What follows belongs to an exercise in optimizing a design on an open flow for small area, a short achievable clock period and few clock cycles; a production flow would make more cautious choices.
RTL that was checked went through simulation tests only; none was proved equivalent to the original.
Power is estimated from default activity; no workload was simulated.

Design cache_top, start of the top module:
module cache_top (
    input  logic          clk,
    input  logic          rst,
    input  logic          req_r_en,
    input  logic [3:0]    req_w_en,
    input  logic [15:0]   req_addr,
    input  logic [31:0]   req_wdata,
    output logic [31:0]   rsp_rdata,
    output logic          rsp_ready,
    output logic [31:0]   ar_addr,
    output logic          ar_valid,
    input  logic          ar_ready,
    input  logic [127:0]  r_data,
    input  logic          r_valid,
    output logic          r_ready,
    output logic [31:0]   aw_addr,
    output logic          aw_valid,
    input  logic          aw_ready,
    output logic [127:0]  w_data,
    output logic [15:0]   w_strb,
    output logic          w_valid,
    input  logic          w_ready,
    input  logic          b_valid,
    output logic          b_ready
);
Settings: LEC_CHECK=0, CAP_MARGIN=20, CORE_MARGIN=2, CORE_UTILIZATION=55, SETUP_SLACK_MARGIN=4.8, SLEW_MARGIN=20, SYNTH_HIERARCHICAL=1, SYNTH_MINIMUM_KEEP_SIZE=0, TNS_END_PERCENT=100; clock period 8.0 ns.
run.sh (not shown) runs the stock make flow with config.mk's settings and CLKGATE_MAP_FILE= SYNTH_SCRIPT=/design/flow/synth_recipe.tcl, a recipe that flattens the netlist after the stock synthesis.
Edit:
--- a/flow/design.v
+++ b/flow/design.v
@@ -43,29 +43,27 @@
 endpackage
 `default_nettype wire
 `timescale 1ns/1ps
 `default_nettype none
 module write_lane (
     input  cache_pkg::byte_mask_t w_en,
     input  cache_pkg::word_sel_t  word_sel,
     input  cache_pkg::word_t      wdata,
-    output cache_pkg::line_strb_t strb,
-    output cache_pkg::word_t      masked
+    output cache_pkg::line_t      line,
+    output cache_pkg::line_strb_t strb
 );
     localparam int bytes_per_word = cache_pkg::word_w / 8;
     always_comb begin
-        for (int b = 0; b < bytes_per_word; b++) begin
-            masked[b*8 +: 8] = w_en[b] ? wdata[b*8 +: 8] : 8'h00;    
-        end
-    end
-    always_comb begin
         for (int s = 0; s < cache_pkg::words_per_line; s++) begin
             for (int b = 0; b < bytes_per_word; b++) begin
                 strb[s*bytes_per_word + b] = w_en[b] && (word_sel == s);
+                for (int i = 0; i < 8; i++) begin
+                    line[s*cache_pkg::word_w + b*8 + i] = wdata[b*8 + i] && w_en[b] && (word_sel == s);
+                end
             end
         end
     end
 endmodule
 `default_nettype wire
 `timescale 1ns/1ps
 `default_nettype none
 module tag_match (
@@ -217,32 +215,32 @@
     input  cache_pkg::index_t     index,        
     input  cache_pkg::word_sel_t  word_sel,
     input  logic                  rd_bus,       
     input  cache_pkg::index_t     wr_index,     
     input  logic                  fill_sel,     
     input  logic                  fill_en,
     input  cache_pkg::line_t      fill_line,
     input  logic                  merge_en,
-    input  cache_pkg::word_t      merge_word,
+    input  cache_pkg::line_t      merge_line,
     input  cache_pkg::line_strb_t merge_strb,
     output cache_pkg::word_t      rdata
 );
     localparam int num_lines      = 2 ** cache_pkg::index_w;
     localparam int words_per_line = cache_pkg::words_per_line;
     localparam int bytes_per_word = cache_pkg::word_w / 8;
     localparam int word_w         = cache_pkg::word_w;
     localparam int line_bytes     = cache_pkg::line_bytes;
     localparam int num_words      = num_lines * words_per_line;
     cache_pkg::word_t mem [num_lines][words_per_line];
     cache_pkg::line_t      wr_line;
     cache_pkg::line_strb_t wr_strb;
     always_comb begin
         for (int w = 0; w < words_per_line; w++) begin
-            wr_line[w*word_w +: word_w] = fill_sel ? fill_line[w*word_w +: word_w] : merge_word;
+            wr_line[w*word_w +: word_w] = fill_sel ? fill_line[w*word_w +: word_w] : merge_line[w*word_w +: word_w];
         end
         wr_strb = fill_en ? {line_bytes{1'b1}} : (merge_en ? merge_strb : '0);
     end
     always_ff @(posedge clk) begin
         for (int l = 0; l < num_lines; l++) begin
             for (int w = 0; w < words_per_line; w++) begin
                 for (int b = 0; b < bytes_per_word; b++) begin
                     if (wr_index == l && wr_strb[w*bytes_per_word + b]) begin
@@ -407,44 +405,40 @@
     localparam int sel_w   = $clog2(cache_pkg::words_per_line);
     cache_pkg::tag_t              tag;
     cache_pkg::index_t            index;
     cache_pkg::word_sel_t         word_sel;
     assign tag      = req_addr[cache_pkg::addr_w-1 -: cache_pkg::tag_w];
     assign index    = req_addr[cache_pkg::offset_w +: cache_pkg::index_w];
     assign word_sel = req_addr[sel_lsb +: sel_w];
     cache_pkg::line_strb_t lane_strb;
-    cache_pkg::word_t      lane_word;
+    cache_pkg::line_t      lane_line;
     cache_pkg::word_t      mem_word;
     cache_pkg::word_t      rdata_q;
     logic                  hit;
     logic                  hit_q;       
     logic                  hit_take;
     logic                  fill_en;
     logic                  merge_en;
     logic                  rd_fill;
     logic                  ready;
     write_lane u_write_lane (
         .w_en     (req_w_en),
         .word_sel (word_sel),
         .wdata    (req_wdata),
-        .strb     (lane_strb),
-        .masked   (lane_word)
+        .line     (lane_line),
+        .strb     (lane_strb)
     );
     logic [cache_pkg::addr_w-1:cache_pkg::offset_w] addr_q;
-    cache_pkg::word_t                               word_q;    
+    cache_pkg::line_t                               line_q;    
     cache_pkg::line_strb_t                          strb_q;
-    logic [cache_pkg::words_per_line-1:0]           slot_q;
     always_ff @(posedge clk) begin
         addr_q <= req_addr[cache_pkg::addr_w-1:cache_pkg::offset_w];
-        word_q <= lane_word;
+        line_q <= lane_line;
         strb_q <= lane_strb;
-        for (int s = 0; s < cache_pkg::words_per_line; s++) begin
-            slot_q[s] <= (word_sel == s);
-        end
     end
     tag_store u_tag_store (
         .clk        (clk),
         .rst        (rst),
         .index      (index),
         .tag        (tag),
         .fill_index (addr_q[7:4]),
         .fill_tag   (addr_q[15:8]),
@@ -456,17 +450,17 @@
         .index      (index),
         .word_sel   (word_sel),
         .rd_bus     (rd_fill),
         .wr_index   (addr_q[7:4]),
         .fill_sel   (rd_fill),
         .fill_en    (fill_en),
         .fill_line  (r_data),
         .merge_en   (merge_en & hit_q),
-        .merge_word (word_q),
+        .merge_line (line_q),
         .merge_strb (strb_q),
         .rdata      (mem_word)
     );
     cache_controller u_cache_controller (
         .clk      (clk),
         .rst      (rst),
         .r_en     (req_r_en),
         .w_en     (req_w_en),
@@ -486,19 +480,17 @@
     always_ff @(posedge clk) begin
         rdata_q <= mem_word;
         if (hit_take) begin
             hit_q <= hit;
         end
     end
     assign ar_addr   = {{(cache_pkg::bus_addr_w - cache_pkg::addr_w){1'b0}}, addr_q, {cache_pkg::offset_w{1'b0}}};
     assign aw_addr   = ar_addr;
-    for (genvar s = 0; s < cache_pkg::words_per_line; s++) begin : g_slot
-        assign w_data[s*cache_pkg::word_w +: cache_pkg::word_w] = slot_q[s] ? word_q : '0;
-    end
+    assign w_data    = line_q;
     assign w_strb    = strb_q;
     assign w_valid   = aw_valid;
     assign r_ready   = 1'b1;
     assign b_ready   = 1'b1;
     assign rsp_rdata = rdata_q;
     assign rsp_ready = ready;
 endmodule
 `default_nettype wire
Fmax goes up by 2.4%.
Worst setup slack improved by 0.082 ns.
Sequential cell count increases by 92.
Design area went down by 0.50%.
Wire length rose by 0.73%.
Sequential share of layout area goes up by 2.0 points.
Global-route usage came out lower by 0.69 points.
Utilization decreases by 2.1 points.
Clock skew barely changes.
Area after synthesis rises by 2.8%.
Total power grows by 0.65%.
First-iteration DRC count went up by 5.3%.
Hold slack gains 0.0041 ns.
Count of clock-buffer cells in the layout rose by 20.
Testbench counts after the change, summed over its fixed seeds: cycles 22,419.
For the first run of this note, only the layout was checked, not whether the RTL still works.

## re-timing with driven ports
The results above use ideal ports. As a check the final layouts listed here were re-extracted and re-timed, cells and wires unchanged. Step 1 (the two cells are an assumption about what drives the block):
set clk [get_ports {clk}]
set_driving_cell -lib_cell sky130_fd_sc_hd__clkbuf_16 $clk
set_driving_cell -lib_cell sky130_fd_sc_hd__buf_2 [delete_from_list [all_inputs] $clk]
Step 2 also shifts input and output timing later by t, the mid clock arrival at the registers, as if the neighbouring blocks saw the same clock. a / b / c = ideal / step 1 / step 2; a / b = the first two.
| run | t, ns | setup WS [ns] | worst setup path at the end |
|---|---|---|---|
| the first run | 0.942 | 4.522 / 4.430 / 3.727 | input to register |
| the second run | 0.954 | 4.603 / 4.628 / 3.675 | input to register |
After both steps setup and hold are still met in every run listed. For the second run, which loses most, drivers alone change the setup slack by +0.025 ns; drivers and shift together by -0.928 ns.
